From an optimization exercise on the open Yosys and OpenROAD flow, aimed at small area, a short achievable clock period and few clock cycles per item; shortcuts taken in it are not production practice. Only simulation tests tie the RTL to the original design; equivalence was not proved. No activity file was given, so power comes from the tool's default toggle rates.

$ cat flow/constraint.sdc
create_clock -name core_clock -period 3.0 [get_ports {clk}]
set_input_delay 0.6000 -clock core_clock [delete_from_list [all_inputs] [get_ports {clk}]]
set_output_delay 0.6000 -clock core_clock [all_outputs]
set_load 0.01 [all_outputs]
$ cat flow/run.sh
#!/bin/bash
# synth_recipe.tcl (not shown) runs the flow's synth.tcl, then flattens the netlist and writes it again
# the make line also repeats each setting of config.mk as NAME=value (left out here)
make -C /OpenROAD-flow-scripts/flow DESIGN_CONFIG=/design/flow/config.mk WORK_HOME=/design/flow/orfs CLKGATE_MAP_FILE= SYNTH_SCRIPT=/design/flow/synth_recipe.tcl finish
$ cat flow/config.mk
export PLATFORM = sky130hd
export DESIGN_NAME = gf_mul_top
export DESIGN_NICKNAME = gf_mul_top
export VERILOG_FILES = /design/flow/design.v
export SDC_FILE = /design/flow/constraint.sdc
export NUM_CORES = 4
export LEC_CHECK = 0
export CAP_MARGIN = 20
export CORE_MARGIN = 2
export CORE_UTILIZATION = 40
export SLEW_MARGIN = 20
$ cat flow/design.v
`default_nettype none
package gf_field_pkg;
   localparam int GF_WIDTH  = 32;
   localparam int GF_HALF   = GF_WIDTH / 2;
   localparam int GF_PROD_W = 2 * GF_WIDTH - 1;
   localparam int GF_PART_W = 2 * GF_HALF - 1;
   localparam int GF_LANES  = 3;
   typedef logic [GF_HALF-1:0]   gf_half_t;
   typedef logic [GF_PART_W-1:0] gf_partial_t;
   typedef logic [GF_PROD_W-1:0] gf_product_t;
   typedef logic [GF_WIDTH-1:0]  gf_word_t;
endpackage
`default_nettype wire
`default_nettype none
package wb_bus_pkg;
   localparam int WB_ADR_W = 4;
   localparam int WB_DAT_W = 32;
   typedef struct packed {
      logic                cyc;
      logic                stb;
      logic                we;
      logic [WB_ADR_W-1:0] adr;
      logic [WB_DAT_W-1:0] dat_w;
   } wb_req_t;
   typedef struct packed {
      logic                ack;
      logic [WB_DAT_W-1:0] dat_r;
   } wb_rsp_t;
   localparam logic [WB_ADR_W-1:0] REG_OPA     = 4'd0;
   localparam logic [WB_ADR_W-1:0] REG_OPB     = 4'd1;
   localparam logic [WB_ADR_W-1:0] REG_PROD_LO = 4'd2;
   localparam logic [WB_ADR_W-1:0] REG_PROD_HI = 4'd3;
   localparam logic [WB_ADR_W-1:0] REG_RESULT  = 4'd4;
   localparam logic [WB_ADR_W-1:0] REG_STATUS  = 4'd5;
   localparam int STATUS_BUSY_BIT = 0;
endpackage
`default_nettype wire
`default_nettype none
`timescale 1ns/100ps
import gf_field_pkg::*;
module clmul_split
(
   input  logic [GF_WIDTH-1:0]    op_a,
   input  logic [GF_WIDTH-1:0]    op_b,
   input  logic        start,
   output logic [GF_LANES*GF_HALF-1:0] lane_a,
   output logic [GF_LANES*GF_HALF-1:0] lane_b,
   output logic        lane_valid
);
   assign lane_a[0*GF_HALF +: GF_HALF] = op_a[GF_HALF-1:0];
   assign lane_b[0*GF_HALF +: GF_HALF] = op_b[GF_HALF-1:0];
   assign lane_a[1*GF_HALF +: GF_HALF] = op_a[GF_HALF-1:0] ^ op_a[GF_WIDTH-1:GF_HALF];
   assign lane_b[1*GF_HALF +: GF_HALF] = op_b[GF_HALF-1:0] ^ op_b[GF_WIDTH-1:GF_HALF];
   assign lane_a[2*GF_HALF +: GF_HALF] = op_a[GF_WIDTH-1:GF_HALF];
   assign lane_b[2*GF_HALF +: GF_HALF] = op_b[GF_WIDTH-1:GF_HALF];
   assign lane_valid = start;
endmodule
`default_nettype wire
`default_nettype none
`timescale 1ns/100ps
import gf_field_pkg::*;
module clmul_16
(
   input  logic        clk,
   input  logic        rst,
   input  logic [GF_HALF-1:0] a,
   input  logic [GF_HALF-1:0] b,
   input  logic        valid,
   output logic [GF_PART_W-1:0] p,
   output logic        p_valid
);
   logic [GF_PART_W-1:0] prod_c;
   always_comb begin
      prod_c = '0;
      for (int i = 0; i < GF_HALF; i++) begin
         if (b[i]) begin
            prod_c = prod_c ^ ({{(GF_PART_W-GF_HALF){1'b0}}, a} << i);
         end
      end
   end
   always_ff @(posedge clk) begin
      if (rst) begin
         p       <= '0;
         p_valid <= 1'b0;
      end else begin
         p_valid <= valid;
         if (valid) begin
            p <= prod_c;
         end
      end
   end
endmodule
`default_nettype wire
`default_nettype none
`timescale 1ns/100ps
import gf_field_pkg::*;
module clmul_combine
(
   input  logic [GF_PART_W-1:0] z0,
   input  logic [GF_PART_W-1:0] z1,
   input  logic [GF_PART_W-1:0] z2,
   output logic [GF_PROD_W-1:0] product
);
   logic [GF_PART_W-1:0] mid;
   logic [GF_PROD_W-1:0] z0_ext;
   logic [GF_PROD_W-1:0] mid_ext;
   logic [GF_PROD_W-1:0] z2_ext;
   assign mid = z0 ^ z1 ^ z2;
   assign z0_ext  = {{(GF_PROD_W-GF_PART_W){1'b0}}, z0};
   assign mid_ext = {{(GF_PROD_W-GF_PART_W){1'b0}}, mid} << GF_HALF;
   assign z2_ext  = {{(GF_PROD_W-GF_PART_W){1'b0}}, z2} << GF_WIDTH;
   assign product = z0_ext ^ mid_ext ^ z2_ext;
endmodule
`default_nettype wire
`default_nettype none
`timescale 1ns/100ps
import gf_field_pkg::*;
module gf_reduce
#(
   parameter logic [GF_WIDTH-1:0] FIELD_POLY = 32'h0000_008D
) (
   input  logic        clk,
   input  logic        rst,
   input  logic [GF_PROD_W-1:0] product,
   input  logic        valid,
   output logic [GF_PROD_W-1:0] product_q,
   output logic [GF_WIDTH-1:0]    result,
   output logic        done
);
   logic [GF_PROD_W-1:0] rem;
   always_comb begin
      rem = product;
      for (int i = GF_PROD_W - 1; i >= GF_WIDTH; i--) begin
         if (rem[i]) begin
            rem = rem ^ ({{(GF_PROD_W-1){1'b0}}, 1'b1} << i)
                      ^ ({{(GF_PROD_W-GF_WIDTH){1'b0}}, FIELD_POLY} << (i - GF_WIDTH));
         end
      end
   end
   always_ff @(posedge clk) begin
      if (rst) begin
         product_q <= '0;
         result    <= '0;
         done      <= 1'b0;
      end else begin
         done <= valid;
         if (valid) begin
            product_q <= product;
            result    <= rem[GF_WIDTH-1:0];
         end
      end
   end
endmodule
`default_nettype wire
`default_nettype none
`timescale 1ns/100ps
import gf_field_pkg::*;
import wb_bus_pkg::*;
module gf_mul_regs
(
   input  logic        clk,
   input  logic        rst,
   input  logic        wb_cyc,
   input  logic        wb_stb,
   input  logic        wb_we,
   input  logic [WB_ADR_W-1:0] wb_adr,
   input  logic [WB_DAT_W-1:0] wb_dat_w,
   output logic        wb_ack,
   output logic [WB_DAT_W-1:0] wb_dat_r,
   output logic [GF_WIDTH-1:0]    op_a,
   output logic [GF_WIDTH-1:0]    op_b,
   output logic        start,
   input  logic        done,
   input  logic [GF_PROD_W-1:0] product,
   input  logic [GF_WIDTH-1:0]    result
);
   logic                ack_q;
   logic [WB_DAT_W-1:0] dat_q;
   logic [WB_DAT_W-1:0] rd_data;
   logic [1:0]          pending;
   logic                busy;
   logic                req_new;
   logic                result_rd;
   logic                can_ack;
   logic                issue;
   logic [GF_PROD_W-1:0]         prod_q;
   logic [GF_WIDTH-1:0]            result_q;
   assign busy = (pending != 2'd0);
   assign req_new = wb_cyc && wb_stb && !ack_q;
   assign result_rd = !wb_we && (wb_adr == REG_PROD_LO ||
                                     wb_adr == REG_PROD_HI ||
                                     wb_adr == REG_RESULT);
   assign can_ack = req_new && !(result_rd && busy);
   assign issue   = can_ack && wb_we && (wb_adr == REG_OPB);
   always_comb begin
      rd_data = '0;
      case (wb_adr)
         REG_OPA:     rd_data = op_a;
         REG_OPB:     rd_data = op_b;
         REG_PROD_LO: rd_data = prod_q[WB_DAT_W-1:0];
         REG_PROD_HI: rd_data = {1'b0, prod_q[GF_PROD_W-1:WB_DAT_W]};
         REG_RESULT:  rd_data = result_q;
         REG_STATUS:  rd_data[STATUS_BUSY_BIT] = busy;
         default:     rd_data = '0;
      endcase
   end
   always_ff @(posedge clk) begin
      if (rst) begin
         ack_q    <= 1'b0;
         dat_q    <= '0;
         op_a     <= '0;
         op_b     <= '0;
         start    <= 1'b0;
         pending  <= 2'd0;
         prod_q   <= '0;
         result_q <= '0;
      end else begin
         ack_q <= can_ack;
         start <= issue;
         if (can_ack && !wb_we) begin
            dat_q <= rd_data;
         end
         if (can_ack && wb_we && wb_adr == REG_OPA) begin
            op_a <= wb_dat_w;
         end
         if (issue) begin
            op_b <= wb_dat_w;
         end
         if (done) begin
            prod_q   <= product;
            result_q <= result;
         end
         case ({issue, done})
            2'b10:   pending <= pending + 2'd1;
            2'b01:   pending <= pending - 2'd1;
            default: pending <= pending;
         endcase
      end
   end
   assign wb_ack = ack_q;
   assign wb_dat_r = dat_q;
endmodule
`default_nettype wire
`default_nettype none
`timescale 1ns/100ps
import gf_field_pkg::*;
import wb_bus_pkg::*;
module gf_mul_top
#(
   parameter logic [GF_WIDTH-1:0] FIELD_POLY = 32'h0000_008D
) (
   input  logic    clk,
   input  logic    rst,
   input  logic        wb_cyc_i,
   input  logic        wb_stb_i,
   input  logic        wb_we_i,
   input  logic [3:0]  wb_adr_i,
   input  logic [31:0] wb_dat_i,
   output logic        wb_ack_o,
   output logic [31:0] wb_dat_o
);
   logic [GF_WIDTH-1:0]      op_a;
   logic [GF_WIDTH-1:0]      op_b;
   logic          start;
   logic [GF_LANES*GF_HALF-1:0] lane_a;
   logic [GF_LANES*GF_HALF-1:0] lane_b;
   logic          lane_valid;
   logic [GF_LANES*GF_PART_W-1:0] z;
   logic [GF_LANES-1:0] z_valid;
   logic [GF_PROD_W-1:0]   product_raw;
   logic [GF_PROD_W-1:0]   product_q;
   logic [GF_WIDTH-1:0]      result;
   logic          done;
   gf_mul_regs u_gf_mul_regs (
      .clk     (clk),
      .rst     (rst),
      .wb_cyc   (wb_cyc_i),
      .wb_stb   (wb_stb_i),
      .wb_we    (wb_we_i),
      .wb_adr   (wb_adr_i),
      .wb_dat_w (wb_dat_i),
      .wb_ack   (wb_ack_o),
      .wb_dat_r (wb_dat_o),
      .op_a    (op_a),
      .op_b    (op_b),
      .start   (start),
      .done    (done),
      .product (product_q),
      .result  (result)
   );
   clmul_split u_clmul_split (
      .op_a       (op_a),
      .op_b       (op_b),
      .start      (start),
      .lane_a     (lane_a),
      .lane_b     (lane_b),
      .lane_valid (lane_valid)
   );
   for (genvar i = 0; i < GF_LANES; i++) begin : g_lane
      clmul_16 u_clmul_16 (
         .clk     (clk),
         .rst     (rst),
         .a       (lane_a[i*GF_HALF +: GF_HALF]),
         .b       (lane_b[i*GF_HALF +: GF_HALF]),
         .valid   (lane_valid),
         .p       (z[i*GF_PART_W +: GF_PART_W]),
         .p_valid (z_valid[i])
      );
   end
   clmul_combine u_clmul_combine (
      .z0      (z[0*GF_PART_W +: GF_PART_W]),
      .z1      (z[1*GF_PART_W +: GF_PART_W]),
      .z2      (z[2*GF_PART_W +: GF_PART_W]),
      .product (product_raw)
   );
   gf_reduce #(
      .FIELD_POLY (FIELD_POLY)
   ) u_gf_reduce (
      .clk       (clk),
      .rst       (rst),
      .product   (product_raw),
      .valid     (&z_valid),
      .product_q (product_q),
      .result    (result),
      .done      (done)
   );
endmodule
`default_nettype wire
==> results.txt <==
==> cell families after synthesis <==
| family | after synthesis | share of synthesized area [%] |
|---|---|---|
| AND/OR/NAND/NOR | 1267 | 17.98 |
| XOR/XNOR | 907 | 32.46 |
| flip-flops | 385 | 28.75 |
| buffers and inverters | 301 | 6.156 |
| AO/OA/AOI/OAI | 258 | 6.394 |
| multiplexers | 220 | 8.214 |
| adder cells (fa/ha/maj) | 1 | 0.04666 |
==> area by class of cell <==
| type | instances | area share [%] |
|---|---|---|
| multi-input combinational | 2653 | 59.17 |
| clock inverter | 14 | 0.6226 |
| timing repair buffer | 187 | 5.921 |
| tap | 864 | 3.660 |
| sequential | 385 | 26.13 |
| inverter | 4 | 0.05083 |
| clock buffer | 68 | 4.443 |
==> sequential cells by signal, summed over array words and instances, names as in the netlist <==
signal,flops
u_gf_mul_regs.dat_q,32
u_gf_mul_regs.ack_q,1
u_gf_reduce.result,32
u_gf_mul_regs.op_b,32
u_gf_mul_regs.result_q,32
u_gf_reduce.done,1
u_gf_mul_regs.prod_q,63
g_lane.u_clmul_16.p_valid,1
u_gf_mul_regs.pending,2
u_gf_mul_regs.op_a,32
g_lane.u_clmul_16.p,93
u_gf_mul_regs.start,1
u_gf_reduce.product_q,63
==> critical path: stages, from the launching register on <==
cell and delay [ns]:
dfxtp_1 0.43, xnor2_4 0.59, nor2_1 0.14, xnor2_1 0.22, xnor2_1 0.17, xnor2_1 0.10
xnor2_1 0.40, a211oi_2 0.13
==> through the flow <==
stage	utilization, %	area (um^2)	instances
floorplan	-	26810	3339
global placement	42.43	28040	4093
detailed placement	42.43	28040	4093
CTS	44.69	29540	4175
global route	44.69	29540	4175
finish	44.69	29540	4175
==> per-layer routing <==
| metal | global-route usage, % | wire length [um] | up-vias |
|---|---|---|---|
| met5 | 0 | 7 | - |
| met4 | 6.811 | 2292 | 2 |
| met3 | 2.820 | 5411 | 108 |
| met2 | 38.12 | 38020 | 743 |
| met1 | 33.16 | 37530 | 10181 |
| li1 | - | - | 10392 |
==> cell usage after synthesis (all sizes together) (4+ instances only) <==
| cell type | instances |
|---|---|
| a211oi | 114 |
| a21oi | 72 |
| a221oi | 32 |
| buf | 190 |
| clkbuf | 107 |
| dfxtp | 385 |
| mux2i | 220 |
| nand2 | 682 |
| nand3 | 5 |
| nor2 | 567 |
| nor3 | 4 |
| o21ai | 36 |
| xnor2 | 735 |
| xor2 | 170 |
==> power breakdown <==
| part | internal, mW | switching [mW] | leakage (nW) |
|---|---|---|---|
| clock | 3.22 | 2.34 | 0.726 |
| combinational | 0.169 | 0.271 | 4.73 |
| sequential | 5.14 | 0.0380 | 3.11 |
| total | 8.53 | 2.65 | 8.56 |
==> path summary, 6_finish.rpt <==
kind | start | to | slack (ns)
worst max register to register | u_gf_mul_regs.op_a[7] | g_lane[1].u_clmul_16.p[11] | 0.67
worst max-delay path | u_gf_mul_regs.op_a[7] | g_lane[1].u_clmul_16.p[11] | 0.67
worst min-delay path | rst | u_gf_mul_regs.prod_q[50] | 0.40
worst min register to register | g_lane[1].u_clmul_16.p[16] | g_lane[1].u_clmul_16.p[16] | 0.46
==> results.yml <==
status:
  status: "finished clean"
layout:
  drive_above_1_share_pct: 7.520
  final_cell_mix: "xnor2_1, nand2_1, nor2_1"
  n_antenna_cell: 0
  n_fill_cell: 6539
  fin_nets: 3318
  mostFrequentLayoutCell: "xnor2_1"
  multiInputGateArea_mm2: 0.01748
  ff_latch_area_mm2: 0.007719
  syn2layout_area_growth_pct: 10.18
synthesis:
  synth_area_leaders: "dfxtp_1, xnor2_1, nand2_1, mux2i_1, nor2_1"
  syn_area_per_cell_um2: 8.030
  syn_inst: 3339
  synth_edf_count: 0
  ys_seq_area_share_pct: 28.75
  ys_seq_elements: 385
  ys_types: 39
  syn_area_mm2: 0.02681
  synthesis.nets: 3381
  synth_top_area_share_pct: 28.75
  synth_top_area_cell: "dfxtp_1"
  ys_dominant_reg_cell: "dfxtp_1"
  synthArstFlopShare_pct: 0
  yosys_warnings: 3
sta:
  final_max_slew_viol_count: 0
  worst-slew-pin-transition_ns: 0.8184
  period_share_pct: 77.54
  skew_ns: 0.02235
  hold_viol: 0
  rsz0062_at_grt: "no"
  fin_crit_ns: 2.326
  max_slew_margin_pct: 45.04
  holdWs_ns: 0.3990
  fmax_mhz: 429.9
  setup_ws_ns: 0.6737
  finalSetupViolCount: 0
  setup_tns_ns: 0
cts:
  hold_buffers: 0
  cts_buffers: 45
  cts_resized: 0
  cts_htree_levels: 2
  clockRootBuffer: "clkbuf_16"
  clk_latency_ns: 0.60
  clock-sinks: 385
  cts_tree: "yes"
  path_clk_slew_ns: 0.06
  post_cts_buffers: 0
  clock_path_buffers: 3
die:
  dieWidth_um: 262.9
  rows: 94
  coreArea_mm2: 0.06610
  dieArea_mm2: 0.06911
  fp.dieH_um: 262.9
  initial_core_util_pct: 40.56
  ioPinCount: 74
placed_design:
  routabilityCongestion: 0.8978
  dp_hpwl_um: 55180
  io_buffers: 73
  pre_cts_ws_ns: 0.2182
global_routing:
  track_usage_pct: 23.66
  grt_overflow: 0
  antenna_found_initial: 1
  grt_pass1_wl_um: 128100
  grt_max_degree: 133
  grt_pass1_vias: 19925
routing:
  wl_per_cell_um: 19.94
  drtIter0Drc: 1895
  vias: 21426
  drt_pre_antenna_iters: 5
  routed_via_density: 5.132
  route.detailed.drc: 0
  wirelength_um: 83270
  postRouteAntennaNets: 0
critical_path:
  startpoint_type: "flip-flop"
  worstPathMaxFanout: 16
  worstPathRequired_ns: 3.44
  endpoint_kind: "flip-flop"
  cp_data_arrival_time_ns: 2.77
  ff2ff_path_depth: 7
  worst-setup-path-type: "flip-flop to flip-flop"
power_and_ir_drop:
  pwr_density_cell_mw_per_mm2: 378.6
  finalPower_mw: 11.18
  peakVddDrop_v: 0.0004352
  p_leak_nw: 8.559
run:
  maxCapViolCount: 0
worst_hold_path:
  hp-class: "primary input to flip-flop"
  hold_depth: 2
Testbench counts, summed over its fixed seeds: cycles 28,704, items 3,200.

afterwards: timing with drivers on the ports:
In the flow no input, the clock included, has a driving cell. The finished layout below was timed again as built, in two steps. Step 1 sets driving cells, clkbuf_16 on the clock port and buf_2 on the other inputs (assumed; they add their load-dependent delay and slew). Step 2 also shifts input and output timing later by t, the mid clock arrival at the registers, as if the neighbouring blocks saw the same clock. Slacks: ideal ports / drivers / drivers and shift; pairs: ideal ports / drivers.
t (ns): 0.653
setup slack, ns: 0.674 / 0.630 / 0.140
hold WS [ns]: 0.399 / 0.391 / 0.459
worst setup path after step 2: input to register
worst register clock-pin slew, ns: 0.07 / 0.07
After both steps setup and hold are still met in this run. For this run, drivers alone change the setup slack by -0.044 ns; drivers and shift together by -0.534 ns.
